This is an optimization exercise on Yosys and OpenROAD, whose aim is small area, a short achievable clock period and few clock cycles per item, not a production implementation. No run shown here included a check of the RTL's function; only the layout flow was run.

==> flow/design.v, too long to show whole: its modules and the start of the top module <==
// module hslrgb_mul_c: 389 lines
// module hslrgb_booth: 17 lines
// module hslrgb_mul_x: 548 lines
// module hslrgb_div: 565 lines
// module hsl_to_rgb_converter_unit: 143 lines
module hsl_to_rgb_converter_unit #(
  parameter int FRACTION_BITS = hslrgb_pkg::FRACTION_BITS
) (
  input  logic             clk,
  input  logic             rst_n,
  input  logic             in_valid,
  output logic             in_stall,
  input  hslrgb_pkg::hsl_t in_data,
  output logic             out_valid,
  input  logic             out_stall,
  output hslrgb_pkg::rgb_t out_data
);
  // ...
==> flow/flow/run.sh <==
#!/bin/bash
# The standard layout (the standard.sh: ORFS synthesis to finish) with two
# changes that keep the design and its registers as the standard synthesis
# makes them:
#  - after synthesis, flow/invopt.py removes inverters around full adders
#    (a full adder of inverted inputs gives inverted outputs), a purely
#    combinational rewrite of the netlist;
#  - the port buffers use the smallest plain buffer instead of the delay
#    buffer buffer_ports picks by default. Every port is still buffered.
set -euo pipefail
RES=orfs/results/${FLOW_PLATFORM:-sky130hd}/hsl_to_rgb_converter_unit/base
bash standard.sh synth > standard_synth.log 2>&1
cp $RES/1_2_yosys.v yosys_netlist_orig.v
if python3 flow/invopt.py yosys_netlist_orig.v yosys_netlist_opt.v > invopt.log 2>&1; then
  cp yosys_netlist_opt.v $RES/1_2_yosys.v
  rm -f $RES/1_synth.odb $RES/1_synth.sdc
fi
bash standard.sh "BUFFER_PORTS_ARGS=-buffer_cell sky130_fd_sc_hd__buf_1" finish > standard_flow.log 2>&1
==> flow/flow/invopt.py <==
#!/usr/bin/env python3
"""Remove inverters around full adders in a flat gate-level netlist.

A full adder is self-dual: FA(~a, ~b, ~c) = (~sum, ~cout). Flipping an adder
(feeding it the complements of its inputs and complementing its outputs)
keeps the logic unchanged; a flip is kept when it removes more inverters than
it adds. Only sky130 fa_* and inv_* cells are touched.

usage: invopt.py in.v out.v
"""
import re, sys, copy

LIB = "sky130_fd_sc_hd__"
OUTP = {"X", "Y", "Q", "Q_N", "SUM", "COUT", "HI", "LO"}

def parse(path):
    text = open(path).read()
    m = re.search(r"^\s*module\s+(\S+)\s*\(", text, re.M)
    body_start = m.start()
    cell_re = re.compile(r"^  (" + LIB + r"\w+)\s+(\\\S+ |\S+)\s*\((.*?)\);\n", re.S | re.M)
    cells = {}
    order = []
    first = None
    last = None
    for cm in cell_re.finditer(text):
        if first is None:
            first = cm.start()
        last = cm.end()
        typ, name, body = cm.group(1), cm.group(2).strip(), cm.group(3)
        pins = {}
        for pm in re.finditer(r"\.(\w+)\(\s*(\\\S+ |[^)]*?)\s*\)", body):
            pins[pm.group(1)] = pm.group(2).strip()
        cells[name] = [typ, pins, cm.group(0)]
        order.append(name)
    head = text[:first]
    tail = text[last:]
    # output ports (bits)
    outs = set()
    for om in re.finditer(r"^\s*output\s+(\[(\d+):(\d+)\]\s+)?(\S+);", head, re.M):
        if om.group(1):
            hi, lo = int(om.group(2)), int(om.group(3))
            for b in range(min(hi, lo), max(hi, lo) + 1):
                outs.add(f"{om.group(4)}[{b}]")
        else:
            outs.add(om.group(4))
    return head, tail, cells, order, outs

class NL:
    def __init__(self, cells, order, outs):
        self.cells = cells
        self.order = order
        self.outs = outs
        self.n = 0
        self.newwires = []
        self.rebuild()
    def rebuild(self):
        self.drv = {}
        self.loads = {}
        for name, (typ, pins, _) in self.cells.items():
            for p, net in pins.items():
                if p in OUTP:
                    self.drv[net] = (name, p)
                else:
                    self.loads.setdefault(net, []).append((name, p))
    def is_inv(self, name):
        return self.cells[name][0].startswith(LIB + "inv_")
    def ninv(self):
        return sum(1 for c in self.cells if self.is_inv(c))
    def fresh(self, base):
        self.n += 1
        return f"_inv{base}{self.n}_"

def set_pin(nl, name, pin, net):
    nl.cells[name][1][pin] = net
    nl.cells[name][2] = None

def add_inv(nl, a, y):
    name = nl.fresh("c")
    nl.cells[name] = [LIB + "inv_1", {"A": a, "Y": y}, None]
    nl.order.append(name)
    return name

def sweep(nl):
    changed = True
    while changed:
        changed = False
        nl.rebuild()
        for name in list(nl.cells):
            if nl.is_inv(name):
                y = nl.cells[name][1]["Y"]
                if not nl.loads.get(y) and y not in nl.outs:
                    del nl.cells[name]
                    changed = True

def flip(nl, f):
    nl.rebuild()
    typ, pins, _ = nl.cells[f]
    for p in ("A", "B", "CIN"):
        x = pins[p]
        d = nl.drv.get(x)
        if d and nl.is_inv(d[0]):
            set_pin(nl, f, p, nl.cells[d[0]][1]["A"])
        else:
            inv = [l for l, lp in nl.loads.get(x, []) if nl.is_inv(l)]
            if inv:
                set_pin(nl, f, p, nl.cells[inv[0]][1]["Y"])
            else:
                w = nl.fresh("w")
                nl.newwires.append(w)
                add_inv(nl, x, w)
                set_pin(nl, f, p, w)
    for q in ("SUM", "COUT"):
        z = pins[q]
        zn = nl.fresh("w")
        nl.newwires.append(zn)
        set_pin(nl, f, q, zn)
        need_true = z in nl.outs
        for (l, lp) in nl.loads.get(z, []):
            if l == f:
                continue
            if nl.is_inv(l) and nl.cells[l][1]["Y"] not in nl.outs:
                w = nl.cells[l][1]["Y"]
                for (l2, lp2) in nl.loads.get(w, []):
                    set_pin(nl, l2, lp2, zn)
                del nl.cells[l]
            else:
                need_true = True
        if need_true:
            add_inv(nl, zn, z)
    sweep(nl)

def optimize(nl):
    sweep(nl)
    base = nl.ninv()
    improved = True
    while improved:
        improved = False
        fas = [c for c in nl.cells if nl.cells[c][0].startswith(LIB + "fa_")]
        for f in fas:
            if f not in nl.cells:
                continue
            before = nl.ninv()
            snap = (copy.deepcopy(nl.cells), list(nl.order), nl.n, list(nl.newwires))
            flip(nl, f)
            after = nl.ninv()
            if after < before:
                improved = True
            else:
                nl.cells, nl.order, nl.n, nl.newwires = snap
                nl.rebuild()
    return base, nl.ninv()

def emit(nl, head, tail):
    out = [head.rstrip("\n") + "\n"]
    for w in nl.newwires:
        out.append(f"  wire {w};\n")
    for name in nl.order:
        if name not in nl.cells:
            continue
        typ, pins, text = nl.cells[name]
        if text is not None:
            out.append(text)
            continue
        def fmt(n):
            return n + " " if n.startswith("\\") else n
        ps = ",\n".join(f"    .{p}({fmt(n)})" for p, n in pins.items())
        out.append(f"  {typ} {fmt(name)} (\n{ps}\n  );\n")
    out.append(tail)
    return "".join(out)

if __name__ == "__main__":
    head, tail, cells, order, outs = parse(sys.argv[1])
    nl = NL(cells, order, outs)
    b, a = optimize(nl)
    open(sys.argv[2], "w").write(emit(nl, head, tail))
    print(f"invopt: inverters {b} -> {a}")
==> flow/standard.sh <==
#!/bin/bash
# synth_recipe.tcl (not shown) runs the flow's synth.tcl, then flattens the netlist and writes it again
# the make line also repeats each setting of config.mk as NAME=value (left out here)
make -C /OpenROAD-flow-scripts/flow DESIGN_CONFIG=/design/flow/config.mk WORK_HOME=/design/flow/orfs CLKGATE_MAP_FILE= SYNTH_SCRIPT=/design/flow/synth_recipe.tcl "${@:-finish}"
==> flow/config.mk <==
export PLATFORM = sky130hd
export DESIGN_NAME = hsl_to_rgb_converter_unit
export DESIGN_NICKNAME = hsl_to_rgb_converter_unit
export VERILOG_FILES = /design/flow/design.v
export SDC_FILE = /design/flow/constraint.sdc
export NUM_CORES = 4
export LEC_CHECK = 0
export ABC_AREA = 1
export CAP_MARGIN = 20
export CORE_MARGIN = 2
export CORE_UTILIZATION = 40
export PLACE_DENSITY = 0.6
export SETUP_SLACK_MARGIN = 2.0
export SLEW_MARGIN = 20
==> flow/constraint.sdc <==
create_clock -name core_clock -period 7.0 [get_ports {clk}]
set_input_delay 1.4000 -clock core_clock [delete_from_list [all_inputs] [get_ports {clk}]]
set_output_delay 1.4000 -clock core_clock [all_outputs]
set_load 0.01 [all_outputs]
==> results.cfg, run 1 <==
[final_layout]
final_core_util_pct = 45.8
n_fill_cell = 4164
multi_input_area_share_pct = 53.9
design_area_um2 = 19800

[routing]
drt_wl_total_mm = 47.1
drt_iter0_markers = 1075

[synthesis]
post_synth.cell_area_avg_um2 = 9.27
yosysWarnings = 2

[cts]
clk_latency_ns = 0.47
clkTransAtPathRegs_ns = 0.08
cts_root_buf = clkbuf_16

[worst_hold_path]
holdPathEnd = s3_p_r[0]
hold_start = s2_p_r[0]

[sta]
tightest_slew_ns = 1.02
slew_headroom_pct = 31.9

[critical_path]
r2r_cells = 16
path_buf_inv = 3

[placed_design]
port_buffers = 85
placed_area_um2 = 18400

[floorplanning]
die_x_um = 213

[outcome]
outcome = timing/DRC/antenna clean
==> module hslrgb_mul_c, before the edit <==
module hslrgb_mul_c (
  input  logic [11:0] x_i,
  input  logic [12:0] x3_i,
  input  logic [11:0] s_i,
  output logic [11:0] prod_o
);
  logic t1;
  logic t2;
  logic t3;
  logic t4;
  logic t5;
  logic t6;
  logic t7;
  logic t8;
  logic t9;
  logic t10;
  logic t11;
  logic t12;
  logic t13;
  logic t14;
  logic t15;
  logic t16;
  logic t17;
  logic t18;
  logic t19;
  logic t20;
  logic t21;
  logic t22;
  logic t23;
  logic t24;
  logic t25;
  logic t26;
  logic t27;
  logic t28;
  logic t29;
  logic t30;
  logic t31;
  logic t32;
  logic t33;
  logic t34;
  logic t35;
  logic t36;
  logic t37;
  logic t38;
  logic t39;
  logic t40;
  logic t41;
  logic t42;
  logic t43;
  logic t44;
  logic t45;
  logic t46;
  logic t47;
  logic t48;
  logic t49;
  logic t50;
  logic t51;
  logic t52;
  logic t53;
  logic t54;
  logic t55;
  logic t56;
  logic t57;
  logic t58;
  logic t59;
  logic t60;
  logic t61;
  logic t62;
  logic t63;
  logic t64;
  logic t65;
  logic t66;
  logic t67;
  logic t68;
  logic t69;
  logic t70;
  logic t71;
  logic t72;
  logic t73;
  logic t74;
  logic t75;
  logic t76;
  logic t77;
  logic t78;
  logic t79;
  logic t80;
  logic t81;
  logic t82;
  logic t83;
  logic t84;
  logic t85;
  logic t86;
  logic t87;
  logic t88;
  logic t89;
  logic t90;
  logic t91;
  logic t92;
  logic t93;
  logic t94;
  logic t95;
  logic t96;
  logic t97;
  logic t98;
  logic t99;
  logic t100;
  logic t101;
  logic t102;
  logic t103;
  logic t104;
  logic t105;
  logic t106;
  logic t107;
  logic t108;
  logic t109;
  logic t110;
  logic t111;
  logic t112;
  logic t113;
  logic t114;
  logic t115;
  logic t116;
  logic t117;
  logic t118;
  logic t119;
  logic t120;
  logic t121;
  logic t122;
  logic t123;
  logic t124;
  logic t125;
  logic t126;
  logic t127;
  logic t128;
  logic t129;
  logic t130;
  logic t131;
  logic t132;
  logic t133;
  logic t134;
  logic t135;
  logic t136;
  logic t137;
  logic t138;
  logic t139;
  logic t140;
  logic t141;
  logic t142;
  logic t143;
  logic t144;
  logic t145;
  logic t146;
  logic t147;
  logic t148;
  logic t149;
  logic t150;
  logic t151;
  logic t152;
  logic t153;
  logic t154;
  logic t155;
  logic t156;
  logic t157;
  logic t158;
  logic t159;
  logic t160;
  logic t161;
  logic t162;
  logic t163;
  logic t164;
  logic t165;
  logic t166;
  logic t167;
  logic t168;
  logic t169;
  logic t170;
  logic t171;
  logic t172;
  logic t173;
  logic t174;
  logic t175;
  logic t176;
  logic t177;
  logic t178;
  logic t179;
  logic t180;
  logic t181;
  logic t182;
  logic t183;
  logic t184;
  logic [23:0] t185;
  assign t1 = ~s_i[1] & s_i[0];
  assign t2 = s_i[1] & ~s_i[0];
  assign t3 = s_i[1] & s_i[0];
  assign t4 = (t1 & x_i[0]) | (t3 & x3_i[0]);
  assign t5 = (t1 & x_i[1]) | (t2 & x_i[0]) | (t3 & x3_i[1]);
  assign t6 = (t1 & x_i[2]) | (t2 & x_i[1]) | (t3 & x3_i[2]);
  assign t7 = (t1 & x_i[3]) | (t2 & x_i[2]) | (t3 & x3_i[3]);
  assign t8 = (t1 & x_i[4]) | (t2 & x_i[3]) | (t3 & x3_i[4]);
  assign t9 = (t1 & x_i[5]) | (t2 & x_i[4]) | (t3 & x3_i[5]);
  assign t10 = (t1 & x_i[6]) | (t2 & x_i[5]) | (t3 & x3_i[6]);
  assign t11 = (t1 & x_i[7]) | (t2 & x_i[6]) | (t3 & x3_i[7]);
  assign t12 = (t1 & x_i[8]) | (t2 & x_i[7]) | (t3 & x3_i[8]);
  assign t13 = (t1 & x_i[9]) | (t2 & x_i[8]) | (t3 & x3_i[9]);
  assign t14 = (t1 & x_i[10]) | (t2 & x_i[9]) | (t3 & x3_i[10]);
  assign t15 = (t1 & x_i[11]) | (t2 & x_i[10]) | (t3 & x3_i[11]);
  assign t16 = (t2 & x_i[11]) | (t3 & x3_i[12]);
  assign t17 = ~s_i[3] & s_i[2];
  assign t18 = s_i[3] & ~s_i[2];
  assign t19 = s_i[3] & s_i[2];
  assign t20 = (t17 & x_i[0]) | (t19 & x3_i[0]);
  assign t21 = (t17 & x_i[1]) | (t18 & x_i[0]) | (t19 & x3_i[1]);
  assign t22 = (t17 & x_i[2]) | (t18 & x_i[1]) | (t19 & x3_i[2]);
  assign t23 = (t17 & x_i[3]) | (t18 & x_i[2]) | (t19 & x3_i[3]);
  assign t24 = (t17 & x_i[4]) | (t18 & x_i[3]) | (t19 & x3_i[4]);
  assign t25 = (t17 & x_i[5]) | (t18 & x_i[4]) | (t19 & x3_i[5]);
  assign t26 = (t17 & x_i[6]) | (t18 & x_i[5]) | (t19 & x3_i[6]);
  assign t27 = (t17 & x_i[7]) | (t18 & x_i[6]) | (t19 & x3_i[7]);
  assign t28 = (t17 & x_i[8]) | (t18 & x_i[7]) | (t19 & x3_i[8]);
  assign t29 = (t17 & x_i[9]) | (t18 & x_i[8]) | (t19 & x3_i[9]);
  assign t30 = (t17 & x_i[10]) | (t18 & x_i[9]) | (t19 & x3_i[10]);
  assign t31 = (t17 & x_i[11]) | (t18 & x_i[10]) | (t19 & x3_i[11]);
  assign t32 = (t18 & x_i[11]) | (t19 & x3_i[12]);
  assign t33 = ~s_i[5] & s_i[4];
  assign t34 = s_i[5] & ~s_i[4];
  assign t35 = s_i[5] & s_i[4];
  assign t36 = (t33 & x_i[0]) | (t35 & x3_i[0]);
  assign t37 = (t33 & x_i[1]) | (t34 & x_i[0]) | (t35 & x3_i[1]);
  assign t38 = (t33 & x_i[2]) | (t34 & x_i[1]) | (t35 & x3_i[2]);
  assign t39 = (t33 & x_i[3]) | (t34 & x_i[2]) | (t35 & x3_i[3]);
  assign t40 = (t33 & x_i[4]) | (t34 & x_i[3]) | (t35 & x3_i[4]);
  assign t41 = (t33 & x_i[5]) | (t34 & x_i[4]) | (t35 & x3_i[5]);
  assign t42 = (t33 & x_i[6]) | (t34 & x_i[5]) | (t35 & x3_i[6]);
  assign t43 = (t33 & x_i[7]) | (t34 & x_i[6]) | (t35 & x3_i[7]);
  assign t44 = (t33 & x_i[8]) | (t34 & x_i[7]) | (t35 & x3_i[8]);
  assign t45 = (t33 & x_i[9]) | (t34 & x_i[8]) | (t35 & x3_i[9]);
  assign t46 = (t33 & x_i[10]) | (t34 & x_i[9]) | (t35 & x3_i[10]);
  assign t47 = (t33 & x_i[11]) | (t34 & x_i[10]) | (t35 & x3_i[11]);
  assign t48 = (t34 & x_i[11]) | (t35 & x3_i[12]);
  assign t49 = ~s_i[7] & s_i[6];
  assign t50 = s_i[7] & ~s_i[6];
  assign t51 = s_i[7] & s_i[6];
  assign t52 = (t49 & x_i[0]) | (t51 & x3_i[0]);
  assign t53 = (t49 & x_i[1]) | (t50 & x_i[0]) | (t51 & x3_i[1]);
  assign t54 = (t49 & x_i[2]) | (t50 & x_i[1]) | (t51 & x3_i[2]);
  assign t55 = (t49 & x_i[3]) | (t50 & x_i[2]) | (t51 & x3_i[3]);
  assign t56 = (t49 & x_i[4]) | (t50 & x_i[3]) | (t51 & x3_i[4]);
  assign t57 = (t49 & x_i[5]) | (t50 & x_i[4]) | (t51 & x3_i[5]);
  assign t58 = (t49 & x_i[6]) | (t50 & x_i[5]) | (t51 & x3_i[6]);
  assign t59 = (t49 & x_i[7]) | (t50 & x_i[6]) | (t51 & x3_i[7]);
  assign t60 = (t49 & x_i[8]) | (t50 & x_i[7]) | (t51 & x3_i[8]);
  assign t61 = (t49 & x_i[9]) | (t50 & x_i[8]) | (t51 & x3_i[9]);
  assign t62 = (t49 & x_i[10]) | (t50 & x_i[9]) | (t51 & x3_i[10]);
  assign t63 = (t49 & x_i[11]) | (t50 & x_i[10]) | (t51 & x3_i[11]);
  assign t64 = (t50 & x_i[11]) | (t51 & x3_i[12]);
  assign t65 = ~s_i[9] & s_i[8];
  assign t66 = s_i[9] & ~s_i[8];
  assign t67 = s_i[9] & s_i[8];
  assign t68 = (t65 & x_i[0]) | (t67 & x3_i[0]);
  assign t69 = (t65 & x_i[1]) | (t66 & x_i[0]) | (t67 & x3_i[1]);
  assign t70 = (t65 & x_i[2]) | (t66 & x_i[1]) | (t67 & x3_i[2]);
  assign t71 = (t65 & x_i[3]) | (t66 & x_i[2]) | (t67 & x3_i[3]);
  assign t72 = (t65 & x_i[4]) | (t66 & x_i[3]) | (t67 & x3_i[4]);
  assign t73 = (t65 & x_i[5]) | (t66 & x_i[4]) | (t67 & x3_i[5]);
  assign t74 = (t65 & x_i[6]) | (t66 & x_i[5]) | (t67 & x3_i[6]);
  assign t75 = (t65 & x_i[7]) | (t66 & x_i[6]) | (t67 & x3_i[7]);
  assign t76 = (t65 & x_i[8]) | (t66 & x_i[7]) | (t67 & x3_i[8]);
  assign t77 = (t65 & x_i[9]) | (t66 & x_i[8]) | (t67 & x3_i[9]);
  assign t78 = (t65 & x_i[10]) | (t66 & x_i[9]) | (t67 & x3_i[10]);
  assign t79 = (t65 & x_i[11]) | (t66 & x_i[10]) | (t67 & x3_i[11]);
  assign t80 = (t66 & x_i[11]) | (t67 & x3_i[12]);
  assign t81 = ~s_i[11] & s_i[10];
  assign t82 = s_i[11] & ~s_i[10];
  assign t83 = s_i[11] & s_i[10];
  assign t84 = (t81 & x_i[0]) | (t83 & x3_i[0]);
  assign t85 = (t81 & x_i[1]) | (t82 & x_i[0]) | (t83 & x3_i[1]);
  assign t86 = (t81 & x_i[2]) | (t82 & x_i[1]) | (t83 & x3_i[2]);
  assign t87 = (t81 & x_i[3]) | (t82 & x_i[2]) | (t83 & x3_i[3]);
  assign t88 = (t81 & x_i[4]) | (t82 & x_i[3]) | (t83 & x3_i[4]);
  assign t89 = (t81 & x_i[5]) | (t82 & x_i[4]) | (t83 & x3_i[5]);
  assign t90 = (t81 & x_i[6]) | (t82 & x_i[5]) | (t83 & x3_i[6]);
  assign t91 = (t81 & x_i[7]) | (t82 & x_i[6]) | (t83 & x3_i[7]);
  assign t92 = (t81 & x_i[8]) | (t82 & x_i[7]) | (t83 & x3_i[8]);
  assign t93 = (t81 & x_i[9]) | (t82 & x_i[8]) | (t83 & x3_i[9]);
  assign t94 = (t81 & x_i[10]) | (t82 & x_i[9]) | (t83 & x3_i[10]);
  assign t95 = (t81 & x_i[11]) | (t82 & x_i[10]) | (t83 & x3_i[11]);
  assign t96 = (t82 & x_i[11]) | (t83 & x3_i[12]);
  assign t97 = t12 ^ t26;
  assign t98 = t12 & t26;
  assign t99 = t13 ^ t27 ^ t41;
  assign t100 = (t13 & t27) | (t41 & (t13 ^ t27));
  assign t101 = t14 ^ t28 ^ t42;
  assign t102 = (t14 & t28) | (t42 & (t14 ^ t28));
  assign t103 = t56 ^ t70;
  assign t104 = t56 & t70;
  assign t105 = t15 ^ t29 ^ t43;
  assign t106 = (t15 & t29) | (t43 & (t15 ^ t29));
  assign t107 = t57 ^ t71 ^ t85;
  assign t108 = (t57 & t71) | (t85 & (t57 ^ t71));
  assign t109 = t16 ^ t30 ^ t44;
  assign t110 = (t16 & t30) | (t44 & (t16 ^ t30));
  assign t111 = t58 ^ t72 ^ t86;
  assign t112 = (t58 & t72) | (t86 & (t58 ^ t72));
  assign t113 = t31 ^ t45 ^ t59;
  assign t114 = (t31 & t45) | (t59 & (t31 ^ t45));
  assign t115 = t73 ^ t87;
  assign t116 = t73 & t87;
  assign t117 = t32 ^ t46 ^ t60;
  assign t118 = (t32 & t46) | (t60 & (t32 ^ t46));
  assign t119 = t74 ^ t88;
  assign t120 = t74 & t88;
  assign t121 = t47 ^ t61 ^ t75;
  assign t122 = (t47 & t61) | (t75 & (t47 ^ t61));
  assign t123 = t48 ^ t62;
  assign t124 = t48 & t62;
  assign t125 = t10 ^ t24;
  assign t126 = t10 & t24;
  assign t127 = t11 ^ t25 ^ t39;
  assign t128 = (t11 & t25) | (t39 & (t11 ^ t25));
  assign t129 = t97 ^ t40 ^ t54;
  assign t130 = (t97 & t40) | (t54 & (t97 ^ t40));
  assign t131 = t98 ^ t99 ^ t55;
  assign t132 = (t98 & t99) | (t55 & (t98 ^ t99));
  assign t133 = t100 ^ t101 ^ t103;
  assign t134 = (t100 & t101) | (t103 & (t100 ^ t101));
  assign t135 = t102 ^ t104 ^ t105;
  assign t136 = (t102 & t104) | (t105 & (t102 ^ t104));
  assign t137 = t106 ^ t108 ^ t109;
  assign t138 = (t106 & t108) | (t109 & (t106 ^ t108));
  assign t139 = t110 ^ t112 ^ t113;
  assign t140 = (t110 & t112) | (t113 & (t110 ^ t112));
  assign t141 = t114 ^ t116 ^ t117;
  assign t142 = (t114 & t116) | (t117 & (t114 ^ t116));
  assign t143 = t118 ^ t120 ^ t121;
  assign t144 = (t118 & t120) | (t121 & (t118 ^ t120));
  assign t145 = t122 ^ t123 ^ t76;
  assign t146 = (t122 & t123) | (t76 & (t122 ^ t123));
  assign t147 = t124 ^ t63 ^ t77;
  assign t148 = (t124 & t63) | (t77 & (t124 ^ t63));
  assign t149 = t64 ^ t78;
  assign t150 = t64 & t78;
  assign t151 = t8 ^ t22;
  assign t152 = t8 & t22;
  assign t153 = t9 ^ t23 ^ t37;
  assign t154 = (t9 & t23) | (t37 & (t9 ^ t23));
  assign t155 = t125 ^ t38 ^ t52;
  assign t156 = (t125 & t38) | (t52 & (t125 ^ t38));
  assign t157 = t126 ^ t127 ^ t53;
  assign t158 = (t126 & t127) | (t53 & (t126 ^ t127));
  assign t159 = t128 ^ t129 ^ t68;
  assign t160 = (t128 & t129) | (t68 & (t128 ^ t129));
  assign t161 = t130 ^ t131 ^ t69;
  assign t162 = (t130 & t131) | (t69 & (t130 ^ t131));
  assign t163 = t132 ^ t133 ^ t84;
  assign t164 = (t132 & t133) | (t84 & (t132 ^ t133));
  assign t165 = t134 ^ t135 ^ t107;
  assign t166 = (t134 & t135) | (t107 & (t134 ^ t135));
  assign t167 = t136 ^ t137 ^ t111;
  assign t168 = (t136 & t137) | (t111 & (t136 ^ t137));
  assign t169 = t138 ^ t139 ^ t115;
  assign t170 = (t138 & t139) | (t115 & (t138 ^ t139));
  assign t171 = t140 ^ t141 ^ t119;
  assign t172 = (t140 & t141) | (t119 & (t140 ^ t141));
  assign t173 = t142 ^ t143 ^ t89;
  assign t174 = (t142 & t143) | (t89 & (t142 ^ t143));
  assign t175 = t144 ^ t145 ^ t90;
  assign t176 = (t144 & t145) | (t90 & (t144 ^ t145));
  assign t177 = t146 ^ t147 ^ t91;
  assign t178 = (t146 & t147) | (t91 & (t146 ^ t147));
  assign t179 = t148 ^ t149 ^ t92;
  assign t180 = (t148 & t149) | (t92 & (t148 ^ t149));
  assign t181 = t150 ^ t79 ^ t93;
  assign t182 = (t150 & t79) | (t93 & (t150 ^ t79));
  assign t183 = t80 ^ t94;
  assign t184 = t80 & t94;
  assign t185 = {1'b0, t96, t184, t182, t180, t178, t176, t174, t172, t170, t168, t166, t164, t162, t160, t158, t156, t154, t152, t151, t7, t6, t5, t4} + {1'b0, 1'b0, t95, t183, t181, t179, t177, t175, t173, t171, t169, t167, t165, t163, t161, t159, t157, t155, t153, t36, t21, t20, 1'b0, 1'b0};
  assign prod_o[0] = t185[11];
  assign prod_o[1] = t185[12];
  assign prod_o[2] = t185[13];
  assign prod_o[3] = t185[14];
  assign prod_o[4] = t185[15];
  assign prod_o[5] = t185[16];
  assign prod_o[6] = t185[17];
  assign prod_o[7] = t185[18];
  assign prod_o[8] = t185[19];
  assign prod_o[9] = t185[20];
  assign prod_o[10] = t185[21];
  assign prod_o[11] = t185[22];
endmodule
==> inputs of run 2 (changes only) <==
--- a/flow/design.v
+++ b/flow/design.v
@@ -16,17 +16,19 @@
     logic [CH_W-1:0] green;
     logic [CH_W-1:0] blue;
   } rgb_t;
 endpackage
 `timescale 1ns / 1ps
 module hslrgb_mul_c (
   input  logic [11:0] x_i,
   input  logic [12:0] x3_i,
-  input  logic [11:0] s_i,
+  input  logic [5:0]  s1_i,
+  input  logic [5:0]  s2_i,
+  input  logic [5:0]  s3_i,
   output logic [11:0] prod_o
 );
   logic t1;
   logic t2;
   logic t3;
   logic t4;
   logic t5;
   logic t6;
@@ -185,232 +187,196 @@
   logic t159;
   logic t160;
   logic t161;
   logic t162;
   logic t163;
   logic t164;
   logic t165;
   logic t166;
-  logic t167;
-  logic t168;
-  logic t169;
-  logic t170;
-  logic t171;
-  logic t172;
-  logic t173;
-  logic t174;
-  logic t175;
-  logic t176;
-  logic t177;
-  logic t178;
-  logic t179;
-  logic t180;
-  logic t181;
-  logic t182;
-  logic t183;
-  logic t184;
-  logic [23:0] t185;
-  assign t1 = ~s_i[1] & s_i[0];
-  assign t2 = s_i[1] & ~s_i[0];
-  assign t3 = s_i[1] & s_i[0];
-  assign t4 = (t1 & x_i[0]) | (t3 & x3_i[0]);
-  assign t5 = (t1 & x_i[1]) | (t2 & x_i[0]) | (t3 & x3_i[1]);
-  assign t6 = (t1 & x_i[2]) | (t2 & x_i[1]) | (t3 & x3_i[2]);
-  assign t7 = (t1 & x_i[3]) | (t2 & x_i[2]) | (t3 & x3_i[3]);
-  assign t8 = (t1 & x_i[4]) | (t2 & x_i[3]) | (t3 & x3_i[4]);
-  assign t9 = (t1 & x_i[5]) | (t2 & x_i[4]) | (t3 & x3_i[5]);
-  assign t10 = (t1 & x_i[6]) | (t2 & x_i[5]) | (t3 & x3_i[6]);
-  assign t11 = (t1 & x_i[7]) | (t2 & x_i[6]) | (t3 & x3_i[7]);
-  assign t12 = (t1 & x_i[8]) | (t2 & x_i[7]) | (t3 & x3_i[8]);
-  assign t13 = (t1 & x_i[9]) | (t2 & x_i[8]) | (t3 & x3_i[9]);
-  assign t14 = (t1 & x_i[10]) | (t2 & x_i[9]) | (t3 & x3_i[10]);
-  assign t15 = (t1 & x_i[11]) | (t2 & x_i[10]) | (t3 & x3_i[11]);
-  assign t16 = (t2 & x_i[11]) | (t3 & x3_i[12]);
-  assign t17 = ~s_i[3] & s_i[2];
-  assign t18 = s_i[3] & ~s_i[2];
-  assign t19 = s_i[3] & s_i[2];
-  assign t20 = (t17 & x_i[0]) | (t19 & x3_i[0]);
-  assign t21 = (t17 & x_i[1]) | (t18 & x_i[0]) | (t19 & x3_i[1]);
-  assign t22 = (t17 & x_i[2]) | (t18 & x_i[1]) | (t19 & x3_i[2]);
-  assign t23 = (t17 & x_i[3]) | (t18 & x_i[2]) | (t19 & x3_i[3]);
-  assign t24 = (t17 & x_i[4]) | (t18 & x_i[3]) | (t19 & x3_i[4]);
-  assign t25 = (t17 & x_i[5]) | (t18 & x_i[4]) | (t19 & x3_i[5]);
-  assign t26 = (t17 & x_i[6]) | (t18 & x_i[5]) | (t19 & x3_i[6]);
-  assign t27 = (t17 & x_i[7]) | (t18 & x_i[6]) | (t19 & x3_i[7]);
-  assign t28 = (t17 & x_i[8]) | (t18 & x_i[7]) | (t19 & x3_i[8]);
-  assign t29 = (t17 & x_i[9]) | (t18 & x_i[8]) | (t19 & x3_i[9]);
-  assign t30 = (t17 & x_i[10]) | (t18 & x_i[9]) | (t19 & x3_i[10]);
-  assign t31 = (t17 & x_i[11]) | (t18 & x_i[10]) | (t19 & x3_i[11]);
-  assign t32 = (t18 & x_i[11]) | (t19 & x3_i[12]);
-  assign t33 = ~s_i[5] & s_i[4];
-  assign t34 = s_i[5] & ~s_i[4];
-  assign t35 = s_i[5] & s_i[4];
-  assign t36 = (t33 & x_i[0]) | (t35 & x3_i[0]);
-  assign t37 = (t33 & x_i[1]) | (t34 & x_i[0]) | (t35 & x3_i[1]);
-  assign t38 = (t33 & x_i[2]) | (t34 & x_i[1]) | (t35 & x3_i[2]);
-  assign t39 = (t33 & x_i[3]) | (t34 & x_i[2]) | (t35 & x3_i[3]);
-  assign t40 = (t33 & x_i[4]) | (t34 & x_i[3]) | (t35 & x3_i[4]);
-  assign t41 = (t33 & x_i[5]) | (t34 & x_i[4]) | (t35 & x3_i[5]);
-  assign t42 = (t33 & x_i[6]) | (t34 & x_i[5]) | (t35 & x3_i[6]);
-  assign t43 = (t33 & x_i[7]) | (t34 & x_i[6]) | (t35 & x3_i[7]);
-  assign t44 = (t33 & x_i[8]) | (t34 & x_i[7]) | (t35 & x3_i[8]);
-  assign t45 = (t33 & x_i[9]) | (t34 & x_i[8]) | (t35 & x3_i[9]);
-  assign t46 = (t33 & x_i[10]) | (t34 & x_i[9]) | (t35 & x3_i[10]);
-  assign t47 = (t33 & x_i[11]) | (t34 & x_i[10]) | (t35 & x3_i[11]);
-  assign t48 = (t34 & x_i[11]) | (t35 & x3_i[12]);
-  assign t49 = ~s_i[7] & s_i[6];
-  assign t50 = s_i[7] & ~s_i[6];
-  assign t51 = s_i[7] & s_i[6];
-  assign t52 = (t49 & x_i[0]) | (t51 & x3_i[0]);
-  assign t53 = (t49 & x_i[1]) | (t50 & x_i[0]) | (t51 & x3_i[1]);
-  assign t54 = (t49 & x_i[2]) | (t50 & x_i[1]) | (t51 & x3_i[2]);
-  assign t55 = (t49 & x_i[3]) | (t50 & x_i[2]) | (t51 & x3_i[3]);
-  assign t56 = (t49 & x_i[4]) | (t50 & x_i[3]) | (t51 & x3_i[4]);
-  assign t57 = (t49 & x_i[5]) | (t50 & x_i[4]) | (t51 & x3_i[5]);
-  assign t58 = (t49 & x_i[6]) | (t50 & x_i[5]) | (t51 & x3_i[6]);
-  assign t59 = (t49 & x_i[7]) | (t50 & x_i[6]) | (t51 & x3_i[7]);
-  assign t60 = (t49 & x_i[8]) | (t50 & x_i[7]) | (t51 & x3_i[8]);
-  assign t61 = (t49 & x_i[9]) | (t50 & x_i[8]) | (t51 & x3_i[9]);
-  assign t62 = (t49 & x_i[10]) | (t50 & x_i[9]) | (t51 & x3_i[10]);
-  assign t63 = (t49 & x_i[11]) | (t50 & x_i[10]) | (t51 & x3_i[11]);
-  assign t64 = (t50 & x_i[11]) | (t51 & x3_i[12]);
-  assign t65 = ~s_i[9] & s_i[8];
-  assign t66 = s_i[9] & ~s_i[8];
-  assign t67 = s_i[9] & s_i[8];
-  assign t68 = (t65 & x_i[0]) | (t67 & x3_i[0]);
-  assign t69 = (t65 & x_i[1]) | (t66 & x_i[0]) | (t67 & x3_i[1]);
-  assign t70 = (t65 & x_i[2]) | (t66 & x_i[1]) | (t67 & x3_i[2]);
-  assign t71 = (t65 & x_i[3]) | (t66 & x_i[2]) | (t67 & x3_i[3]);
-  assign t72 = (t65 & x_i[4]) | (t66 & x_i[3]) | (t67 & x3_i[4]);
-  assign t73 = (t65 & x_i[5]) | (t66 & x_i[4]) | (t67 & x3_i[5]);
-  assign t74 = (t65 & x_i[6]) | (t66 & x_i[5]) | (t67 & x3_i[6]);
-  assign t75 = (t65 & x_i[7]) | (t66 & x_i[6]) | (t67 & x3_i[7]);
-  assign t76 = (t65 & x_i[8]) | (t66 & x_i[7]) | (t67 & x3_i[8]);
-  assign t77 = (t65 & x_i[9]) | (t66 & x_i[8]) | (t67 & x3_i[9]);
-  assign t78 = (t65 & x_i[10]) | (t66 & x_i[9]) | (t67 & x3_i[10]);
-  assign t79 = (t65 & x_i[11]) | (t66 & x_i[10]) | (t67 & x3_i[11]);
-  assign t80 = (t66 & x_i[11]) | (t67 & x3_i[12]);
-  assign t81 = ~s_i[11] & s_i[10];
-  assign t82 = s_i[11] & ~s_i[10];
-  assign t83 = s_i[11] & s_i[10];
-  assign t84 = (t81 & x_i[0]) | (t83 & x3_i[0]);
-  assign t85 = (t81 & x_i[1]) | (t82 & x_i[0]) | (t83 & x3_i[1]);
-  assign t86 = (t81 & x_i[2]) | (t82 & x_i[1]) | (t83 & x3_i[2]);
-  assign t87 = (t81 & x_i[3]) | (t82 & x_i[2]) | (t83 & x3_i[3]);
-  assign t88 = (t81 & x_i[4]) | (t82 & x_i[3]) | (t83 & x3_i[4]);
-  assign t89 = (t81 & x_i[5]) | (t82 & x_i[4]) | (t83 & x3_i[5]);
-  assign t90 = (t81 & x_i[6]) | (t82 & x_i[5]) | (t83 & x3_i[6]);
-  assign t91 = (t81 & x_i[7]) | (t82 & x_i[6]) | (t83 & x3_i[7]);
-  assign t92 = (t81 & x_i[8]) | (t82 & x_i[7]) | (t83 & x3_i[8]);
-  assign t93 = (t81 & x_i[9]) | (t82 & x_i[8]) | (t83 & x3_i[9]);
-  assign t94 = (t81 & x_i[10]) | (t82 & x_i[9]) | (t83 & x3_i[10]);
-  assign t95 = (t81 & x_i[11]) | (t82 & x_i[10]) | (t83 & x3_i[11]);
-  assign t96 = (t82 & x_i[11]) | (t83 & x3_i[12]);
-  assign t97 = t12 ^ t26;
-  assign t98 = t12 & t26;
-  assign t99 = t13 ^ t27 ^ t41;
-  assign t100 = (t13 & t27) | (t41 & (t13 ^ t27));
-  assign t101 = t14 ^ t28 ^ t42;
-  assign t102 = (t14 & t28) | (t42 & (t14 ^ t28));
-  assign t103 = t56 ^ t70;
-  assign t104 = t56 & t70;
-  assign t105 = t15 ^ t29 ^ t43;
-  assign t106 = (t15 & t29) | (t43 & (t15 ^ t29));
-  assign t107 = t57 ^ t71 ^ t85;
-  assign t108 = (t57 & t71) | (t85 & (t57 ^ t71));
-  assign t109 = t16 ^ t30 ^ t44;
-  assign t110 = (t16 & t30) | (t44 & (t16 ^ t30));
-  assign t111 = t58 ^ t72 ^ t86;
-  assign t112 = (t58 & t72) | (t86 & (t58 ^ t72));
-  assign t113 = t31 ^ t45 ^ t59;
-  assign t114 = (t31 & t45) | (t59 & (t31 ^ t45));
-  assign t115 = t73 ^ t87;
-  assign t116 = t73 & t87;
-  assign t117 = t32 ^ t46 ^ t60;
-  assign t118 = (t32 & t46) | (t60 & (t32 ^ t46));
-  assign t119 = t74 ^ t88;
-  assign t120 = t74 & t88;
-  assign t121 = t47 ^ t61 ^ t75;
-  assign t122 = (t47 & t61) | (t75 & (t47 ^ t61));
-  assign t123 = t48 ^ t62;
-  assign t124 = t48 & t62;
-  assign t125 = t10 ^ t24;
-  assign t126 = t10 & t24;
-  assign t127 = t11 ^ t25 ^ t39;
-  assign t128 = (t11 & t25) | (t39 & (t11 ^ t25));
-  assign t129 = t97 ^ t40 ^ t54;
-  assign t130 = (t97 & t40) | (t54 & (t97 ^ t40));
-  assign t131 = t98 ^ t99 ^ t55;
-  assign t132 = (t98 & t99) | (t55 & (t98 ^ t99));
-  assign t133 = t100 ^ t101 ^ t103;
-  assign t134 = (t100 & t101) | (t103 & (t100 ^ t101));
-  assign t135 = t102 ^ t104 ^ t105;
-  assign t136 = (t102 & t104) | (t105 & (t102 ^ t104));
-  assign t137 = t106 ^ t108 ^ t109;
-  assign t138 = (t106 & t108) | (t109 & (t106 ^ t108));
-  assign t139 = t110 ^ t112 ^ t113;
-  assign t140 = (t110 & t112) | (t113 & (t110 ^ t112));
-  assign t141 = t114 ^ t116 ^ t117;
-  assign t142 = (t114 & t116) | (t117 & (t114 ^ t116));
-  assign t143 = t118 ^ t120 ^ t121;
-  assign t144 = (t118 & t120) | (t121 & (t118 ^ t120));
-  assign t145 = t122 ^ t123 ^ t76;
-  assign t146 = (t122 & t123) | (t76 & (t122 ^ t123));
-  assign t147 = t124 ^ t63 ^ t77;
-  assign t148 = (t124 & t63) | (t77 & (t124 ^ t63));
-  assign t149 = t64 ^ t78;
-  assign t150 = t64 & t78;
-  assign t151 = t8 ^ t22;
-  assign t152 = t8 & t22;
-  assign t153 = t9 ^ t23 ^ t37;
-  assign t154 = (t9 & t23) | (t37 & (t9 ^ t23));
-  assign t155 = t125 ^ t38 ^ t52;
-  assign t156 = (t125 & t38) | (t52 & (t125 ^ t38));
-  assign t157 = t126 ^ t127 ^ t53;
-  assign t158 = (t126 & t127) | (t53 & (t126 ^ t127));
-  assign t159 = t128 ^ t129 ^ t68;
-  assign t160 = (t128 & t129) | (t68 & (t128 ^ t129));
-  assign t161 = t130 ^ t131 ^ t69;
-  assign t162 = (t130 & t131) | (t69 & (t130 ^ t131));
-  assign t163 = t132 ^ t133 ^ t84;
-  assign t164 = (t132 & t133) | (t84 & (t132 ^ t133));
-  assign t165 = t134 ^ t135 ^ t107;
-  assign t166 = (t134 & t135) | (t107 & (t134 ^ t135));
-  assign t167 = t136 ^ t137 ^ t111;
-  assign t168 = (t136 & t137) | (t111 & (t136 ^ t137));
-  assign t169 = t138 ^ t139 ^ t115;
-  assign t170 = (t138 & t139) | (t115 & (t138 ^ t139));
-  assign t171 = t140 ^ t141 ^ t119;
-  assign t172 = (t140 & t141) | (t119 & (t140 ^ t141));
-  assign t173 = t142 ^ t143 ^ t89;
-  assign t174 = (t142 & t143) | (t89 & (t142 ^ t143));
-  assign t175 = t144 ^ t145 ^ t90;
-  assign t176 = (t144 & t145) | (t90 & (t144 ^ t145));
-  assign t177 = t146 ^ t147 ^ t91;
-  assign t178 = (t146 & t147) | (t91 & (t146 ^ t147));
-  assign t179 = t148 ^ t149 ^ t92;
-  assign t180 = (t148 & t149) | (t92 & (t148 ^ t149));
-  assign t181 = t150 ^ t79 ^ t93;
-  assign t182 = (t150 & t79) | (t93 & (t150 ^ t79));
-  assign t183 = t80 ^ t94;
-  assign t184 = t80 & t94;
-  assign t185 = {1'b0, t96, t184, t182, t180, t178, t176, t174, t172, t170, t168, t166, t164, t162, t160, t158, t156, t154, t152, t151, t7, t6, t5, t4} + {1'b0, 1'b0, t95, t183, t181, t179, t177, t175, t173, t171, t169, t167, t165, t163, t161, t159, t157, t155, t153, t36, t21, t20, 1'b0, 1'b0};
-  assign prod_o[0] = t185[11];
-  assign prod_o[1] = t185[12];
-  assign prod_o[2] = t185[13];
-  assign prod_o[3] = t185[14];
-  assign prod_o[4] = t185[15];
-  assign prod_o[5] = t185[16];
-  assign prod_o[6] = t185[17];
-  assign prod_o[7] = t185[18];
-  assign prod_o[8] = t185[19];
-  assign prod_o[9] = t185[20];
-  assign prod_o[10] = t185[21];
-  assign prod_o[11] = t185[22];
+  logic [23:0] t167;
+  assign t1 = (s1_i[0] & x_i[0]) | (s3_i[0] & x3_i[0]);
+  assign t2 = (s1_i[0] & x_i[1]) | (s2_i[0] & x_i[0]) | (s3_i[0] & x3_i[1]);
+  assign t3 = (s1_i[0] & x_i[2]) | (s2_i[0] & x_i[1]) | (s3_i[0] & x3_i[2]);
+  assign t4 = (s1_i[0] & x_i[3]) | (s2_i[0] & x_i[2]) | (s3_i[0] & x3_i[3]);
+  assign t5 = (s1_i[0] & x_i[4]) | (s2_i[0] & x_i[3]) | (s3_i[0] & x3_i[4]);
+  assign t6 = (s1_i[0] & x_i[5]) | (s2_i[0] & x_i[4]) | (s3_i[0] & x3_i[5]);
+  assign t7 = (s1_i[0] & x_i[6]) | (s2_i[0] & x_i[5]) | (s3_i[0] & x3_i[6]);
+  assign t8 = (s1_i[0] & x_i[7]) | (s2_i[0] & x_i[6]) | (s3_i[0] & x3_i[7]);
+  assign t9 = (s1_i[0] & x_i[8]) | (s2_i[0] & x_i[7]) | (s3_i[0] & x3_i[8]);
+  assign t10 = (s1_i[0] & x_i[9]) | (s2_i[0] & x_i[8]) | (s3_i[0] & x3_i[9]);
+  assign t11 = (s1_i[0] & x_i[10]) | (s2_i[0] & x_i[9]) | (s3_i[0] & x3_i[10]);
+  assign t12 = (s1_i[0] & x_i[11]) | (s2_i[0] & x_i[10]) | (s3_i[0] & x3_i[11]);
+  assign t13 = (s2_i[0] & x_i[11]) | (s3_i[0] & x3_i[12]);
+  assign t14 = (s1_i[1] & x_i[0]) | (s3_i[1] & x3_i[0]);
+  assign t15 = (s1_i[1] & x_i[1]) | (s2_i[1] & x_i[0]) | (s3_i[1] & x3_i[1]);
+  assign t16 = (s1_i[1] & x_i[2]) | (s2_i[1] & x_i[1]) | (s3_i[1] & x3_i[2]);
+  assign t17 = (s1_i[1] & x_i[3]) | (s2_i[1] & x_i[2]) | (s3_i[1] & x3_i[3]);
+  assign t18 = (s1_i[1] & x_i[4]) | (s2_i[1] & x_i[3]) | (s3_i[1] & x3_i[4]);
+  assign t19 = (s1_i[1] & x_i[5]) | (s2_i[1] & x_i[4]) | (s3_i[1] & x3_i[5]);
+  assign t20 = (s1_i[1] & x_i[6]) | (s2_i[1] & x_i[5]) | (s3_i[1] & x3_i[6]);
+  assign t21 = (s1_i[1] & x_i[7]) | (s2_i[1] & x_i[6]) | (s3_i[1] & x3_i[7]);
+  assign t22 = (s1_i[1] & x_i[8]) | (s2_i[1] & x_i[7]) | (s3_i[1] & x3_i[8]);
+  assign t23 = (s1_i[1] & x_i[9]) | (s2_i[1] & x_i[8]) | (s3_i[1] & x3_i[9]);
+  assign t24 = (s1_i[1] & x_i[10]) | (s2_i[1] & x_i[9]) | (s3_i[1] & x3_i[10]);
+  assign t25 = (s1_i[1] & x_i[11]) | (s2_i[1] & x_i[10]) | (s3_i[1] & x3_i[11]);
+  assign t26 = (s2_i[1] & x_i[11]) | (s3_i[1] & x3_i[12]);
+  assign t27 = (s1_i[2] & x_i[0]) | (s3_i[2] & x3_i[0]);
+  assign t28 = (s1_i[2] & x_i[1]) | (s2_i[2] & x_i[0]) | (s3_i[2] & x3_i[1]);
+  assign t29 = (s1_i[2] & x_i[2]) | (s2_i[2] & x_i[1]) | (s3_i[2] & x3_i[2]);
+  assign t30 = (s1_i[2] & x_i[3]) | (s2_i[2] & x_i[2]) | (s3_i[2] & x3_i[3]);
+  assign t31 = (s1_i[2] & x_i[4]) | (s2_i[2] & x_i[3]) | (s3_i[2] & x3_i[4]);
+  assign t32 = (s1_i[2] & x_i[5]) | (s2_i[2] & x_i[4]) | (s3_i[2] & x3_i[5]);
+  assign t33 = (s1_i[2] & x_i[6]) | (s2_i[2] & x_i[5]) | (s3_i[2] & x3_i[6]);
+  assign t34 = (s1_i[2] & x_i[7]) | (s2_i[2] & x_i[6]) | (s3_i[2] & x3_i[7]);
+  assign t35 = (s1_i[2] & x_i[8]) | (s2_i[2] & x_i[7]) | (s3_i[2] & x3_i[8]);
+  assign t36 = (s1_i[2] & x_i[9]) | (s2_i[2] & x_i[8]) | (s3_i[2] & x3_i[9]);
+  assign t37 = (s1_i[2] & x_i[10]) | (s2_i[2] & x_i[9]) | (s3_i[2] & x3_i[10]);
+  assign t38 = (s1_i[2] & x_i[11]) | (s2_i[2] & x_i[10]) | (s3_i[2] & x3_i[11]);
+  assign t39 = (s2_i[2] & x_i[11]) | (s3_i[2] & x3_i[12]);
+  assign t40 = (s1_i[3] & x_i[0]) | (s3_i[3] & x3_i[0]);
+  assign t41 = (s1_i[3] & x_i[1]) | (s2_i[3] & x_i[0]) | (s3_i[3] & x3_i[1]);
+  assign t42 = (s1_i[3] & x_i[2]) | (s2_i[3] & x_i[1]) | (s3_i[3] & x3_i[2]);
+  assign t43 = (s1_i[3] & x_i[3]) | (s2_i[3] & x_i[2]) | (s3_i[3] & x3_i[3]);
+  assign t44 = (s1_i[3] & x_i[4]) | (s2_i[3] & x_i[3]) | (s3_i[3] & x3_i[4]);
+  assign t45 = (s1_i[3] & x_i[5]) | (s2_i[3] & x_i[4]) | (s3_i[3] & x3_i[5]);
+  assign t46 = (s1_i[3] & x_i[6]) | (s2_i[3] & x_i[5]) | (s3_i[3] & x3_i[6]);
+  assign t47 = (s1_i[3] & x_i[7]) | (s2_i[3] & x_i[6]) | (s3_i[3] & x3_i[7]);
+  assign t48 = (s1_i[3] & x_i[8]) | (s2_i[3] & x_i[7]) | (s3_i[3] & x3_i[8]);
+  assign t49 = (s1_i[3] & x_i[9]) | (s2_i[3] & x_i[8]) | (s3_i[3] & x3_i[9]);
+  assign t50 = (s1_i[3] & x_i[10]) | (s2_i[3] & x_i[9]) | (s3_i[3] & x3_i[10]);
+  assign t51 = (s1_i[3] & x_i[11]) | (s2_i[3] & x_i[10]) | (s3_i[3] & x3_i[11]);
+  assign t52 = (s2_i[3] & x_i[11]) | (s3_i[3] & x3_i[12]);
+  assign t53 = (s1_i[4] & x_i[0]) | (s3_i[4] & x3_i[0]);
+  assign t54 = (s1_i[4] & x_i[1]) | (s2_i[4] & x_i[0]) | (s3_i[4] & x3_i[1]);
+  assign t55 = (s1_i[4] & x_i[2]) | (s2_i[4] & x_i[1]) | (s3_i[4] & x3_i[2]);
+  assign t56 = (s1_i[4] & x_i[3]) | (s2_i[4] & x_i[2]) | (s3_i[4] & x3_i[3]);
+  assign t57 = (s1_i[4] & x_i[4]) | (s2_i[4] & x_i[3]) | (s3_i[4] & x3_i[4]);
+  assign t58 = (s1_i[4] & x_i[5]) | (s2_i[4] & x_i[4]) | (s3_i[4] & x3_i[5]);
+  assign t59 = (s1_i[4] & x_i[6]) | (s2_i[4] & x_i[5]) | (s3_i[4] & x3_i[6]);
+  assign t60 = (s1_i[4] & x_i[7]) | (s2_i[4] & x_i[6]) | (s3_i[4] & x3_i[7]);
+  assign t61 = (s1_i[4] & x_i[8]) | (s2_i[4] & x_i[7]) | (s3_i[4] & x3_i[8]);
+  assign t62 = (s1_i[4] & x_i[9]) | (s2_i[4] & x_i[8]) | (s3_i[4] & x3_i[9]);
+  assign t63 = (s1_i[4] & x_i[10]) | (s2_i[4] & x_i[9]) | (s3_i[4] & x3_i[10]);
+  assign t64 = (s1_i[4] & x_i[11]) | (s2_i[4] & x_i[10]) | (s3_i[4] & x3_i[11]);
+  assign t65 = (s2_i[4] & x_i[11]) | (s3_i[4] & x3_i[12]);
+  assign t66 = (s1_i[5] & x_i[0]) | (s3_i[5] & x3_i[0]);
+  assign t67 = (s1_i[5] & x_i[1]) | (s2_i[5] & x_i[0]) | (s3_i[5] & x3_i[1]);
+  assign t68 = (s1_i[5] & x_i[2]) | (s2_i[5] & x_i[1]) | (s3_i[5] & x3_i[2]);
+  assign t69 = (s1_i[5] & x_i[3]) | (s2_i[5] & x_i[2]) | (s3_i[5] & x3_i[3]);
+  assign t70 = (s1_i[5] & x_i[4]) | (s2_i[5] & x_i[3]) | (s3_i[5] & x3_i[4]);
+  assign t71 = (s1_i[5] & x_i[5]) | (s2_i[5] & x_i[4]) | (s3_i[5] & x3_i[5]);
+  assign t72 = (s1_i[5] & x_i[6]) | (s2_i[5] & x_i[5]) | (s3_i[5] & x3_i[6]);
+  assign t73 = (s1_i[5] & x_i[7]) | (s2_i[5] & x_i[6]) | (s3_i[5] & x3_i[7]);
+  assign t74 = (s1_i[5] & x_i[8]) | (s2_i[5] & x_i[7]) | (s3_i[5] & x3_i[8]);
+  assign t75 = (s1_i[5] & x_i[9]) | (s2_i[5] & x_i[8]) | (s3_i[5] & x3_i[9]);
+  assign t76 = (s1_i[5] & x_i[10]) | (s2_i[5] & x_i[9]) | (s3_i[5] & x3_i[10]);
+  assign t77 = (s1_i[5] & x_i[11]) | (s2_i[5] & x_i[10]) | (s3_i[5] & x3_i[11]);
+  assign t78 = (s2_i[5] & x_i[11]) | (s3_i[5] & x3_i[12]);
+  assign t79 = t9 ^ t20;
+  assign t80 = t9 & t20;
+  assign t81 = t10 ^ t21 ^ t32;
+  assign t82 = (t10 & t21) | (t32 & (t10 ^ t21));
+  assign t83 = t11 ^ t22 ^ t33;
+  assign t84 = (t11 & t22) | (t33 & (t11 ^ t22));
+  assign t85 = t44 ^ t55;
+  assign t86 = t44 & t55;
+  assign t87 = t12 ^ t23 ^ t34;
+  assign t88 = (t12 & t23) | (t34 & (t12 ^ t23));
+  assign t89 = t45 ^ t56 ^ t67;
+  assign t90 = (t45 & t56) | (t67 & (t45 ^ t56));
+  assign t91 = t13 ^ t24 ^ t35;
+  assign t92 = (t13 & t24) | (t35 & (t13 ^ t24));
+  assign t93 = t46 ^ t57 ^ t68;
+  assign t94 = (t46 & t57) | (t68 & (t46 ^ t57));
+  assign t95 = t25 ^ t36 ^ t47;
+  assign t96 = (t25 & t36) | (t47 & (t25 ^ t36));
+  assign t97 = t58 ^ t69;
+  assign t98 = t58 & t69;
+  assign t99 = t26 ^ t37 ^ t48;
+  assign t100 = (t26 & t37) | (t48 & (t26 ^ t37));
+  assign t101 = t59 ^ t70;
+  assign t102 = t59 & t70;
+  assign t103 = t38 ^ t49 ^ t60;
+  assign t104 = (t38 & t49) | (t60 & (t38 ^ t49));
+  assign t105 = t39 ^ t50;
+  assign t106 = t39 & t50;
+  assign t107 = t7 ^ t18;
+  assign t108 = t7 & t18;
+  assign t109 = t8 ^ t19 ^ t30;
+  assign t110 = (t8 & t19) | (t30 & (t8 ^ t19));
+  assign t111 = t79 ^ t31 ^ t42;
+  assign t112 = (t79 & t31) | (t42 & (t79 ^ t31));
+  assign t113 = t80 ^ t81 ^ t43;
+  assign t114 = (t80 & t81) | (t43 & (t80 ^ t81));
+  assign t115 = t82 ^ t83 ^ t85;
+  assign t116 = (t82 & t83) | (t85 & (t82 ^ t83));
+  assign t117 = t84 ^ t86 ^ t87;
+  assign t118 = (t84 & t86) | (t87 & (t84 ^ t86));
+  assign t119 = t88 ^ t90 ^ t91;
+  assign t120 = (t88 & t90) | (t91 & (t88 ^ t90));
+  assign t121 = t92 ^ t94 ^ t95;
+  assign t122 = (t92 & t94) | (t95 & (t92 ^ t94));
+  assign t123 = t96 ^ t98 ^ t99;
+  assign t124 = (t96 & t98) | (t99 & (t96 ^ t98));
+  assign t125 = t100 ^ t102 ^ t103;
+  assign t126 = (t100 & t102) | (t103 & (t100 ^ t102));
+  assign t127 = t104 ^ t105 ^ t61;
+  assign t128 = (t104 & t105) | (t61 & (t104 ^ t105));
+  assign t129 = t106 ^ t51 ^ t62;
+  assign t130 = (t106 & t51) | (t62 & (t106 ^ t51));
+  assign t131 = t52 ^ t63;
+  assign t132 = t52 & t63;
+  assign t133 = t5 ^ t16;
+  assign t134 = t5 & t16;
+  assign t135 = t6 ^ t17 ^ t28;
+  assign t136 = (t6 & t17) | (t28 & (t6 ^ t17));
+  assign t137 = t107 ^ t29 ^ t40;
+  assign t138 = (t107 & t29) | (t40 & (t107 ^ t29));
+  assign t139 = t108 ^ t109 ^ t41;
+  assign t140 = (t108 & t109) | (t41 & (t108 ^ t109));
+  assign t141 = t110 ^ t111 ^ t53;
+  assign t142 = (t110 & t111) | (t53 & (t110 ^ t111));
+  assign t143 = t112 ^ t113 ^ t54;
+  assign t144 = (t112 & t113) | (t54 & (t112 ^ t113));
+  assign t145 = t114 ^ t115 ^ t66;
+  assign t146 = (t114 & t115) | (t66 & (t114 ^ t115));
+  assign t147 = t116 ^ t117 ^ t89;
+  assign t148 = (t116 & t117) | (t89 & (t116 ^ t117));
+  assign t149 = t118 ^ t119 ^ t93;
+  assign t150 = (t118 & t119) | (t93 & (t118 ^ t119));
+  assign t151 = t120 ^ t121 ^ t97;
+  assign t152 = (t120 & t121) | (t97 & (t120 ^ t121));
+  assign t153 = t122 ^ t123 ^ t101;
+  assign t154 = (t122 & t123) | (t101 & (t122 ^ t123));
+  assign t155 = t124 ^ t125 ^ t71;
+  assign t156 = (t124 & t125) | (t71 & (t124 ^ t125));
+  assign t157 = t126 ^ t127 ^ t72;
+  assign t158 = (t126 & t127) | (t72 & (t126 ^ t127));
+  assign t159 = t128 ^ t129 ^ t73;
+  assign t160 = (t128 & t129) | (t73 & (t128 ^ t129));
+  assign t161 = t130 ^ t131 ^ t74;
+  assign t162 = (t130 & t131) | (t74 & (t130 ^ t131));
+  assign t163 = t132 ^ t64 ^ t75;
+  assign t164 = (t132 & t64) | (t75 & (t132 ^ t64));
+  assign t165 = t65 ^ t76;
+  assign t166 = t65 & t76;
+  assign t167 = {1'b0, t78, t166, t164, t162, t160, t158, t156, t154, t152, t150, t148, t146, t144, t142, t140, t138, t136, t134, t133, t4, t3, t2, t1} + {1'b0, 1'b0, t77, t165, t163, t161, t159, t157, t155, t153, t151, t149, t147, t145, t143, t141, t139, t137, t135, t27, t15, t14, 1'b0, 1'b0};
+  assign prod_o[0] = t167[11];
+  assign prod_o[1] = t167[12];
+  assign prod_o[2] = t167[13];
+  assign prod_o[3] = t167[14];
+  assign prod_o[4] = t167[15];
+  assign prod_o[5] = t167[16];
+  assign prod_o[6] = t167[17];
+  assign prod_o[7] = t167[18];
+  assign prod_o[8] = t167[19];
+  assign prod_o[9] = t167[20];
+  assign prod_o[10] = t167[21];
+  assign prod_o[11] = t167[22];
 endmodule
 module hslrgb_booth (
   input  logic [11:0] y_i,
   output logic [6:0]  one_o,
   output logic [6:0]  two_o,
   output logic [5:0]  neg_o
 );
   logic [14:0] y;
@@ -1556,63 +1522,77 @@
   assign in_stall = !en;
   always_ff @(posedge clk) begin
     if (!rst_n) begin
       vld_r <= '0;
     end else if (en) begin
       vld_r <= {vld_r[2:0], in_valid};
     end
   end
-  logic [11:0] lmin;
-  logic        lhi;
+  logic [11:0] lp, lmin;
+  logic        inc, lhi;
+  logic [12:0] m3a, m3b, m3c, m3s, m3y, m3;
+  always_comb begin
+    lhi = in_data.lightness[12] | in_data.lightness[11];
+    inc = in_data.lightness[11];
+    lp  = inc ? ~in_data.lightness[11:0] : in_data.lightness[11:0];
+    m3a = 13'(lp);
+    m3b = {lp, inc};
+    m3c = {11'd0, inc, 1'b0};
+    m3s = m3a ^ m3b ^ m3c;
+    m3y = {((m3a[11:0] & m3b[11:0]) | (m3a[11:0] & m3c[11:0]) | (m3b[11:0] & m3c[11:0])), 1'b0};
+    if (in_data.lightness[12]) begin
+      lmin = '0;
+      m3   = '0;
+    end else begin
+      lmin = lp + 12'(inc);
+      m3   = m3s + m3y;
+    end
+  end
+  logic [11:0] s0_m_r;
+  logic [14:0] s0_hue_r;
+  logic [5:0]  s0_s1_r, s0_s2_r, s0_s3_r;
+  logic [12:0] s0_m3_r;
+  logic        s0_sfull_r, s0_lhi_r;
+  logic [11:0] cmul;
+  logic [12:0] c, lig;
   logic [6:0]  hh;
   logic [7:0]  hlo;
   logic [2:0]  sect;
   logic [3:0]  frac_hi;
   logic [11:0] k;
+  hslrgb_mul_c u_mul_c (
+    .x_i    (s0_m_r),
+    .x3_i   (s0_m3_r),
+    .s1_i   (s0_s1_r),
+    .s2_i   (s0_s2_r),
+    .s3_i   (s0_s3_r),
+    .prod_o (cmul)
+  );
   always_comb begin
-    lhi = in_data.lightness[12] | in_data.lightness[11];
-    if (in_data.lightness[12])
-      lmin = '0;
-    else if (in_data.lightness[11])
-      lmin = 12'd0 - in_data.lightness[11:0];
-    else
-      lmin = in_data.lightness[11:0];
-    hh  = in_data.hue[14:8];
-    hlo = in_data.hue[7:0];
+    hh  = s0_hue_r[14:8];
+    hlo = s0_hue_r[7:0];
     if (hh >= 7'd90) begin
       sect    = 3'd5;
       frac_hi = 4'd0;
     end else begin
       sect    = 3'(hh / 7'd15);
       frac_hi = 4'(hh % 7'd15);
     end
     if (hh >= 7'd90)
       k = '0;
     else if (sect[0])
       k = {4'd14 - frac_hi, ~hlo} + 12'd1;    
     else
       k = {frac_hi, hlo};                     
   end
-  logic [11:0] s0_m_r, s0_s_r, s0_k_r;
-  logic [12:0] s0_m3_r;
-  logic        s0_sfull_r, s0_lhi_r;
-  logic [2:0]  s0_sect_r;
-  logic [11:0] cmul;
-  logic [12:0] c, lig;
-  hslrgb_mul_c u_mul_c (
-    .x_i    (s0_m_r),
-    .x3_i   (s0_m3_r),
-    .s_i    (s0_s_r),
-    .prod_o (cmul)
-  );
   logic [6:0] k_one, k_two;
   logic [5:0] k_neg;
   hslrgb_booth u_booth (
-    .y_i   (s0_k_r),
+    .y_i   (k),
     .one_o (k_one),
     .two_o (k_two),
     .neg_o (k_neg)
   );
   always_comb begin
     c   = s0_sfull_r ? {s0_m_r, 1'b0} : {1'b0, cmul};
     lig = s0_lhi_r ? (13'd4096 - 13'(s0_m_r)) : 13'(s0_m_r);
   end
@@ -1652,28 +1632,31 @@
       3'd3:    out_data = {s3_m_r, s3_x_r, s3_p_r};
       3'd4:    out_data = {s3_x_r, s3_m_r, s3_p_r};
       default: out_data = {s3_p_r, s3_m_r, s3_x_r};
     endcase
   end
   always_ff @(posedge clk) begin
     if (en) begin
       s0_m_r     <= lmin;
-      s0_m3_r    <= 13'(lmin) + {lmin, 1'b0};
+      s0_m3_r    <= m3;
       s0_lhi_r   <= lhi;
-      s0_s_r     <= in_data.saturation[11:0];
+      for (int i = 0; i < 6; i++) begin
+        s0_s1_r[i] <= ~in_data.saturation[2*i+1] &  in_data.saturation[2*i];
+        s0_s2_r[i] <=  in_data.saturation[2*i+1] & ~in_data.saturation[2*i];
+        s0_s3_r[i] <=  in_data.saturation[2*i+1] &  in_data.saturation[2*i];
+      end
       s0_sfull_r <= in_data.saturation[12];
-      s0_k_r     <= k;
-      s0_sect_r  <= sect;
+      s0_hue_r   <= in_data.hue;
       s1_c_r     <= c;
       s1_l_r     <= lig;
       s1_one_r   <= k_one;
       s1_two_r   <= k_two;
       s1_neg_r   <= k_neg;
-      s1_sect_r  <= s0_sect_r;
+      s1_sect_r  <= sect;
       s2_q_r     <= q;
       s2_m_r     <= m0;
       s2_p_r     <= peak;
       s2_sect_r  <= s1_sect_r;
       s3_x_r     <= xm;
       s3_m_r     <= s2_m_r;
       s3_p_r     <= s2_p_r;
       s3_sect_r  <= s2_sect_r;
==> flow/config.mk (replaced) <==
export PLATFORM = sky130hd
export DESIGN_NAME = hsl_to_rgb_converter_unit
export DESIGN_NICKNAME = hsl_to_rgb_converter_unit
export VERILOG_FILES = /design/flow/design.v
export SDC_FILE = /design/flow/constraint.sdc
export NUM_CORES = 4
export LEC_CHECK = 0
export CAP_MARGIN = 20
export CORE_MARGIN = 2
export CORE_UTILIZATION = 40
export PLACE_DENSITY = 0.6
export SETUP_SLACK_MARGIN = 2.0
export SLEW_MARGIN = 20
==> run 2 against run 1 <==
- sequential cell count is 6 higher
- design area grew 5.9%
- die area up 5.3%
- first-iteration DRC count grew 37%
- final cell count is 3.0% lower
- register-to-register slack lost 0.19 ns
- synthesized cell count shrank 4.5%
- worst setup slack worse by 0.19 ns
- clock skew decreased by 0.0026 ns
- critical path type unchanged
- critical endpoint unchanged
- highest routed layer unchanged
==> results.cfg, run 2 <==
[global_routing]
antenna_found_initial = 1
track_usage_pct = 19.0
grt_pass1_wl_mm = 72.3
grt_max_degree = 93
grt_pass1_vias = 14000
overflow = 0

[cts]
clock_sinks = 198
cts_buffers = 17
cts_hold_buf = 0
tritoncts = yes
clk_latency_ns = 0.47
cts_root_buf = clkbuf_16
clk_path_buf_depth = 2
clkTransAtPathRegs_ns = 0.07
htree_levels = 4

[final_layout]
largest_register_ffs = 16
fin_nets = 2233
drive_above_1_share_pct = 11.6
antenna_cells = 0
regMostFlops = s2_q_r
area_growth_pct = 13.2
final_cell_mix = 194 x edfxtp_1, 157 x ha_1, 152 x inv_1
final_common_cell = edfxtp_1
reg.largest.list = s2_q_r x16, s0_hue_r x15

[floorplanning]
rows = 78
design.die.area_um2 = 47900
io_pins = 86
start_util_pct = 40.6
die_height_um = 219
core_um2 = 45500
die_x_um = 219

[routing]
antenna_left = 0
drt_iter0_markers = 1468
firstDrtPassIters = 11
route.detailed.drc = 0
viasPerCell = 5.68
routedWlPerCell_um = 18.1
drt_wl_total_mm = 45.4
num_vias = 14300

[placed_design]
port_buffers = 85
place_ws_ns = 1.46
hpwlAfterDp_mm = 32.2
place.gp.congestion = 0.895

[synthesis]
syn_inst = 1805
syn_nets = 2136
post_synth.cell_area_avg_um2 = 10.2
syn-cell-area_um2 = 18500
yosysWarnings = 2

[sta]
fin_ws_ns = 2.01
setup_viol = 0
slew_headroom_pct = 41.9
skew_ns = 0.0129
rsz0062_at_grt = true
drv_slew = 0
period_needed_ns = 4.99
finalHoldViolCount = 0
fmaxAchievable_mhz = 201
tightest_slew_ns = 0.871
finalCritPeriodShare_pct = 71.2
tns_ns = 0

[critical_path]
startpoint_type = flip-flop
critPathMaxFanout = 5
cp_data_required_time_ns = 7.21
end_kind = flip-flop
critPathKind = flip-flop to flip-flop
slowest_stage = fa_2
crit_top_cell = fa_2
slowest_delay_ns = 0.57
arrival_ns = 5.20
path_cells = buf_6 > a22oi_2 > xnor2_2 > fa_2 > fa_2 > fa_2 > fa_1 > ha_4 > a21o_1 > a21oi_2 > nor2b_1 > a21oi_2 > a311oi_4 > o21ai_2 > a21boi_2 > nor4_2 > a311o_1

[outcome]
outcome = timing/DRC/antenna clean

[job]
max_cap_viol_count = 0

[worst_hold_path]
hold_path.class = flip-flop to flip-flop
## run 2: path summary, 6_finish.rpt
kind	start	to	slack, ns	cells after the start
max	s1_c_r[9]	s2_q_r[15]	2.01	17
max reg2reg	s1_c_r[9]	s2_q_r[15]	2.01	17
min	s1_sect_r[2]	s2_sect_r[2]	0.42	0
min reg2reg	s1_sect_r[2]	s2_sect_r[2]	0.42	0
## run 2: metrics by stage
| stage | util [%] | instances | hold slack [ns] | area, um2 |
|---|---|---|---|---|
| floorplan | - | 1805 | 0.400 | 18500 |
| global placement | 42.2 | 2380 | 0.405 | 19200 |
| detailed placement | 42.2 | 2380 | 0.405 | 19200 |
| CTS | 44.6 | 2469 | 0.421 | 20300 |
| global route | 46.0 | 2515 | 0.423 | 20900 |
| finish | 46.0 | 2515 | 0.421 | 20900 |
## run 2: per-layer routing
metal  wire (um)  vias up  GRT usage, %
met2       21700      553          30.8
met5           0        -             0
li1            -     6771             -
met4        1170        0          7.91
met1       19700     6889          25.1
met3        2910       80          3.40
## run 2: worst max-delay path, delay by kind of cell, from the launching register on
family,cells,cell delay (ns)
XOR/XNOR,1,0.11
AND/OR/NAND/NOR,2,0.20
adder cells (fa/ha/maj),5,2.33
AO/OA/AOI/OAI,8,1.35
buffers and inverters,1,0.19
flip-flops,1,0.55
## run 2: area by class of cell
class,instances,area (um2)
multi-input cells,1334,11900
well taps,600,751
flip-flops and latches,198,5910
inverters,154,578
fillers,4271,24600
clock inverters,15,140
clock buffers,17,425
repair buffers,197,1220
## run 2: what timing repair did
| action | CTS | global route |
|---|---|---|
| pin swaps | 24 | 41 |
| buffers inserted | 57 | 46 |
| cloned | 0 | 0 |
| gates resized for setup | 22 | 42 |
| setup endpoints to repair | 12 | 16 |

==> what the ideal ports hide <==
The results above use ideal ports. As a check the final layouts listed here were re-extracted and re-timed, cells and wires unchanged. Step 1: set_driving_cell puts a clkbuf_16 on clk and a buf_2 on each other input, an assumption about the parent block. Step 2 adds t to the input delays and takes it off the output delays; t is the mean of the earliest and latest rising clock arrival at the registers after step 1. Input paths then give back, and output paths get back, about the clock's delay inside the block. Three values: ideal, step 1, step 2; two values: the first two.
run | shift t [ns] | slack for setup (ns) | worst setup path after step 2 | slew at the worst register clock pin (ns) | worst slew at a driven data input, ns
run 1 | 0.511 | 2.203 / 2.203 / 2.203 | register to register | 0.08 / 0.08 | 0.05
run 2 | 0.522 | 2.014 / 2.014 / 2.014 | register to register | 0.08 / 0.08 | 0.04
After both steps setup and hold are still met in every run listed.
